Context: an optimization exercise on an open-source flow, tuned for small area and a short achievable clock period. The choices shown serve that exercise and are no tape-out recipe. Power is estimated from default activity; no workload was simulated.

Setup of main:
==> flow/design.v <==
module pcmNand2 (
    input  logic a, b,
    output logic y
);
    assign y = !(a && b);
endmodule
module pcmAnd3 (
    input  logic a, b, c,
    output logic y
);
    assign y = a && b && c;
endmodule
module pcmAnd4 (
    input  logic a, b, c, d,
    output logic y
);
    assign y = a && b && c && d;
endmodule
module pcmAo22 (
    input  logic a1, a2, b1, b2,
    output logic y
);
    assign y = (a1 && a2) || (b1 && b2);
endmodule
module pcmNand2b (
    input  logic a_n, b,
    output logic y
);
    assign y = !(!a_n && b);
endmodule
module pcmAo22Hold (
    input  logic a1, a2, b1, b2,
    output logic y
);
    assign y = (a1 && a2) || (b1 && b2);
endmodule
module pcmAoi222 (
    input  logic a1, a2, b1, b2, c1, c2,
    output logic y
);
    assign y = !((a1 && a2) || (b1 && b2) || (c1 && c2));
endmodule
module pcmNand3 (
    input  logic a, b, c,
    output logic y
);
    assign y = !(a && b && c);
endmodule
module portalChannelFifo #(
    parameter int WIDTH = 32,
    parameter bit INV   = 1'b0    
) (
    input  logic             CLK,
    input  logic             RST_N,
    input  logic [WIDTH-1:0] enqData,
    input  logic             enq,
    input  logic             deq,
    output logic [WIDTH-1:0] first,
    output logic             notEmpty,
    output logic             notFull,
    output logic             full
);
    logic [WIDTH-1:0] head, headNext, inData;
    logic [WIDTH-1:0] buffer  [7];
    logic [WIDTH-1:0] bufNext [7];
    logic [7:0]       occ;
    logic             doEnq, doDeq, up, dn;
    logic             headLoad, headFromIn, bufShift, bufHold;
    logic [6:0]       rdSel;
    logic [8:0]       hSel;      
    assign notEmpty = occ[0];
    assign notFull  = !occ[7];
    assign full     = occ[7];
    assign first    = head;
    assign inData   = INV ? ~enqData : enqData;
    assign doEnq = enq && !occ[7];
    assign doDeq = deq && occ[0];
    assign up    = doEnq && !doDeq;
    assign dn    = doDeq && !doEnq;
    assign headFromIn = !occ[1] && (!occ[0] || deq);
    assign headLoad   = (doEnq && headFromIn) || (doDeq && occ[1]);
    assign bufShift   = doEnq && !headFromIn;
    assign bufHold    = !bufShift;
    for (genvar k = 0; k < 6; k++) begin : gSel
        assign rdSel[k] = occ[k+1] && !occ[k+2];
    end
    assign rdSel[6] = occ[7];
    for (genvar k = 0; k < 7; k++) begin : gHSel
        assign hSel[k] = deq && rdSel[k];
    end
    assign hSel[7] = enq && !occ[1] && (!occ[0] || deq);
    assign hSel[8] = !headLoad;
    for (genvar b = 0; b < WIDTH; b++) begin : gBit
        logic [2:0] t;
        pcmAoi222 uT0 (
            .a1(hSel[0]), .a2(buffer[0][b]), .b1(hSel[1]), .b2(buffer[1][b]),
            .c1(hSel[2]), .c2(buffer[2][b]), .y(t[0])
        );
        pcmAoi222 uT1 (
            .a1(hSel[3]), .a2(buffer[3][b]), .b1(hSel[4]), .b2(buffer[4][b]),
            .c1(hSel[5]), .c2(buffer[5][b]), .y(t[1])
        );
        pcmAoi222 uT2 (
            .a1(hSel[6]), .a2(buffer[6][b]), .b1(hSel[7]), .b2(inData[b]),
            .c1(hSel[8]), .c2(head[b]), .y(t[2])
        );
        pcmNand3 uHead (.a(t[0]), .b(t[1]), .c(t[2]), .y(headNext[b]));
        for (genvar k = 0; k < 7; k++) begin : gBuf
            pcmAo22Hold uHold (
                .a1(bufShift), .a2(k == 0 ? inData[b] : buffer[k-1][b]),
                .b1(bufHold),  .b2(buffer[k][b]),
                .y (bufNext[k][b])
            );
        end
    end
    always_ff @(posedge CLK) begin
        head <= headNext;
        for (int k = 0; k < 7; k++) buffer[k] <= bufNext[k];
    end
    always_ff @(posedge CLK or negedge RST_N) begin
        if (!RST_N)
            occ <= '0;
        else if (up)
            occ <= {occ[6:0], 1'b1};
        else if (dn)
            occ <= {1'b0, occ[7:1]};
    end
endmodule
module portal_channel_mux #(
    parameter int WIDTH = 32,
    parameter int NREQ  = 3,
    parameter int NIND  = 2,
    parameter int DEPTH = 8,
    parameter int SELW  = 2
) (
    input  logic                  CLK,
    input  logic                  RST_N,
    input  logic [WIDTH-1:0]      request_v,
    input  logic                  EN_request,
    input  logic [SELW-1:0]       select_request,
    output logic                  RDY_request,
    output logic                  request_not_full,
    output logic [WIDTH-1:0]      indication_data,
    input  logic                  EN_indication,
    input  logic [SELW-1:0]       select_indication,
    output logic                  RDY_indication,
    output logic                  indication_not_empty,
    input  logic [NIND-1:0]       ind_intr_mask,
    output logic [31:0]           ind_intr_channel,
    output logic [15:0]           drop_count,
    output logic [NREQ*WIDTH-1:0] req_first,
    output logic [NREQ-1:0]       req_valid,
    input  logic [NREQ-1:0]       req_deq,
    input  logic [NIND*WIDTH-1:0] ind_enq_v,
    input  logic [NIND-1:0]       ind_enq,
    output logic [NIND-1:0]       ind_not_full
);
    logic [NREQ-1:0][WIDTH-1:0] reqFirst;
    logic [NREQ-1:0]            reqNotEmpty, reqNotFull, reqFull, reqEnq;
    logic [NIND-1:0][WIDTH-1:0] indFirst;
    logic [NIND-1:0]            indNotEmpty, indNotFull, indDeq;
    logic        reqDrop;
    logic        indSelNotEmpty, indDrop;
    logic [15:0] dropCount;
    logic [1:0]  intrChannel;
    for (genvar i = 0; i < NREQ; i++) begin : gReq
        portalChannelFifo #(.WIDTH(WIDTH)) uFifo (
            .CLK      (CLK),
            .RST_N    (RST_N),
            .enqData  (request_v),
            .enq      (reqEnq[i]),
            .deq      (req_deq[i]),
            .first    (reqFirst[i]),
            .notEmpty (reqNotEmpty[i]),
            .notFull  (reqNotFull[i]),
            .full     (reqFull[i])
        );
        assign reqEnq[i] = EN_request && (select_request == SELW'(i));
    end
    for (genvar i = 0; i < NIND; i++) begin : gInd
        portalChannelFifo #(.WIDTH(WIDTH)) uFifo (
            .CLK      (CLK),
            .RST_N    (RST_N),
            .enqData  (ind_enq_v[i*WIDTH +: WIDTH]),
            .enq      (ind_enq[i]),
            .deq      (indDeq[i]),
            .first    (indFirst[i]),
            .notEmpty (indNotEmpty[i]),
            .notFull  (indNotFull[i]),
            .full     ()
        );
        assign indDeq[i] = EN_indication && (select_indication == SELW'(i));
    end
    assign req_first    = reqFirst;
    assign req_valid    = reqNotEmpty;
    assign ind_not_full = indNotFull;
    logic [2:0] reqDec;
    logic       reqNotSink;
    assign reqDec[0]  = !select_request[1] && !select_request[0];
    assign reqDec[1]  = !select_request[1] &&  select_request[0];
    assign reqDec[2]  =  select_request[1] && !select_request[0];
    assign reqNotSink = !(select_request[1] && select_request[0]);
    logic [2:0] reqHold;
    for (genvar i = 0; i < NREQ; i++) begin : gReqHold
        pcmNand2 uHold (.a(reqDec[i]), .b(reqFull[i]), .y(reqHold[i]));
    end
    pcmAnd3 uRdyReq (.a(reqHold[0]), .b(reqHold[1]), .c(reqHold[2]), .y(RDY_request));
    pcmAnd4 uReqNotFull (
        .a(reqHold[0]), .b(reqHold[1]), .c(reqHold[2]), .d(reqNotSink),
        .y(request_not_full)
    );
    assign reqDrop = EN_request && !request_not_full;
    logic [1:0] indDec;
    assign indDec[0] = !select_indication[1] && !select_indication[0];
    assign indDec[1] = !select_indication[1] &&  select_indication[0];
    pcmAo22 uRdyInd (
        .a1(indDec[0]), .a2(indNotEmpty[0]),
        .b1(indDec[1]), .b2(indNotEmpty[1]),
        .y (indSelNotEmpty)
    );
    for (genvar b = 0; b < WIDTH; b++) begin : gIndData
        logic [1:0] pick;
        pcmNand2b uPick0 (.a_n(select_indication[0]), .b(indFirst[0][b]), .y(pick[0]));
        pcmNand2  uPick1 (.a(select_indication[0]),   .b(indFirst[1][b]), .y(pick[1]));
        pcmNand2  uData  (.a(pick[0]), .b(pick[1]), .y(indication_data[b]));
    end
    assign RDY_indication       = indSelNotEmpty;
    assign indication_not_empty = indSelNotEmpty;
    assign indDrop              = EN_indication && !indSelNotEmpty;
    always_ff @(posedge CLK or negedge RST_N) begin
        if (!RST_N)
            dropCount <= '0;
        else if ((reqDrop || indDrop) && (dropCount != 16'hFFFF))
            dropCount <= dropCount + 16'd1;
    end
    assign drop_count = dropCount;
    always_ff @(posedge CLK or negedge RST_N) begin
        if (!RST_N) begin
            intrChannel <= '0;
        end else begin
            intrChannel[0] <= indNotEmpty[0] && ind_intr_mask[0];
            intrChannel[1] <= !(indNotEmpty[0] && ind_intr_mask[0]) &&
                              indNotEmpty[1] && ind_intr_mask[1];
        end
    end
    assign ind_intr_channel = {30'd0, intrChannel};
endmodule
clock: 4.2 ns
lec_check: 0
cap_margin: 20
core_margin: 2
core_utilization: 55
cts_cluster_diameter: 80
cts_cluster_size: 28
place_density: 0.68
setup_slack_margin: 1.7
slew_margin: 20
synth_hierarchical: 1
synth_minimum_keep_size: 0
standard.sh (not shown) runs the stock make flow with config.mk's settings and CLKGATE_MAP_FILE= SYNTH_SCRIPT=/design/flow/synth_recipe.tcl, a recipe that flattens the netlist after the stock synthesis.
==> flow/flow/run.sh <==
#!/bin/bash
# Standard ORFS layout (the standard.sh) with two changes:
#  - port buffers are plain buf_2 cells instead of the resizer's default pick;
#  - CTS inserts no dummy balancing loads.
# Each ORFS step writes its full log under orfs/logs; make's own output goes to standard.log.
export BUFFER_PORTS_ARGS="-buffer_cell sky130_fd_sc_hd__buf_2"
export CTS_ARGS="-sink_clustering_enable -repair_clock_nets -sink_clustering_size 28 -sink_clustering_max_diameter 80 -dont_use_dummy_load"
bash standard.sh > standard.log 2>&1
## Diff of input files: the feature branch against main
# main
export LEC_CHECK = 0
export CAP_MARGIN = 20
export CORE_MARGIN = 2
export CORE_UTILIZATION = 55
export CTS_CLUSTER_DIAMETER = 80
export CTS_CLUSTER_SIZE = 28
export PLACE_DENSITY = 0.68
export SETUP_SLACK_MARGIN = 1.7
export SLEW_MARGIN = 20
export SYNTH_HIERARCHICAL = 1
export SYNTH_MINIMUM_KEEP_SIZE = 0
create_clock -name core_clock -period 4.2 [get_ports {CLK}]
# the feature branch
export LEC_CHECK = 0
export CAP_MARGIN = 20
export CORE_MARGIN = 2
export CORE_UTILIZATION = 40
export CTS_CLUSTER_DIAMETER = 80
export CTS_CLUSTER_SIZE = 28
export PLACE_DENSITY = 0.6
export SETUP_SLACK_MARGIN = 1.7
export SLEW_MARGIN = 20
export SYNTH_HIERARCHICAL = 1
export SYNTH_MINIMUM_KEEP_SIZE = 0
create_clock -name core_clock -period 4.2 [get_ports {CLK}]
==> flow/flow/run.sh <==
#!/bin/bash
# Standard ORFS layout (the standard.sh) with two changes:
#  - port buffers are plain buf_1 cells instead of the resizer's default pick;
#  - CTS inserts no dummy balancing loads.
# Each ORFS step writes its full log under orfs/logs; make's own output goes to standard.log.
export BUFFER_PORTS_ARGS="-buffer_cell sky130_fd_sc_hd__buf_1"
export CTS_ARGS="-sink_clustering_enable -repair_clock_nets -sink_clustering_size 28 -sink_clustering_max_diameter 80 -dont_use_dummy_load"
bash standard.sh > standard.log 2>&1
## What came out
The final layout from the feature branch, which completed every stage, passed the timing, DRC and antenna checks at the end of the flow.
Changes observed in the feature branch relative to main: overall routing resource usage went down, power higher, part of the total power dissipated in combinational logic has remained practically unchanged.
The feature branch against main: internal power component did not really move; final worst-path cycle share went down; starting utilization of the core area went down.
Measured against each other, the feature branch and main differ in number of cells on the worst reg-to-reg path, the higher figure coming from main.
Highest metal layer with signal wires: met4 -> main, met5 -> the feature branch
Going from main to the feature branch, cell count along the critical path -2, placed cell area +0.64%.
Full die area of the feature branch exceeds that of main by more than a quarter.
Function was not checked in any run of this note: the RTL went through the layout flow alone.

==> afterwards: timing with drivers on the ports <==
In the flow no input, the clock included, has a driving cell. The finished layouts below were timed again as built, in two steps. Step 1, drivers: a clkbuf_16 drives CLK and a buf_2 each remaining input, both assumed. Step 2 moves the port delays by t, midway between the first and last clock arrival at a register: inputs arrive t later, outputs are due t later. That takes back most of the time a late clock gives input paths. Slacks: ideal / step 1 / step 2; pairs: ideal / step 1.
run | t (ns) | setup slack, ns | clock arrival spread, ns
main | 0.716 | 1.699 / 1.612 / 1.157 | 0.047 / 0.047
the feature branch | 0.735 | 1.712 / 1.601 / 1.050 | 0.126 / 0.127
After both steps every run listed still meets setup and hold. For the feature branch, which loses most, drivers alone change the setup slack by -0.111 ns; drivers and shift together by -0.662 ns.
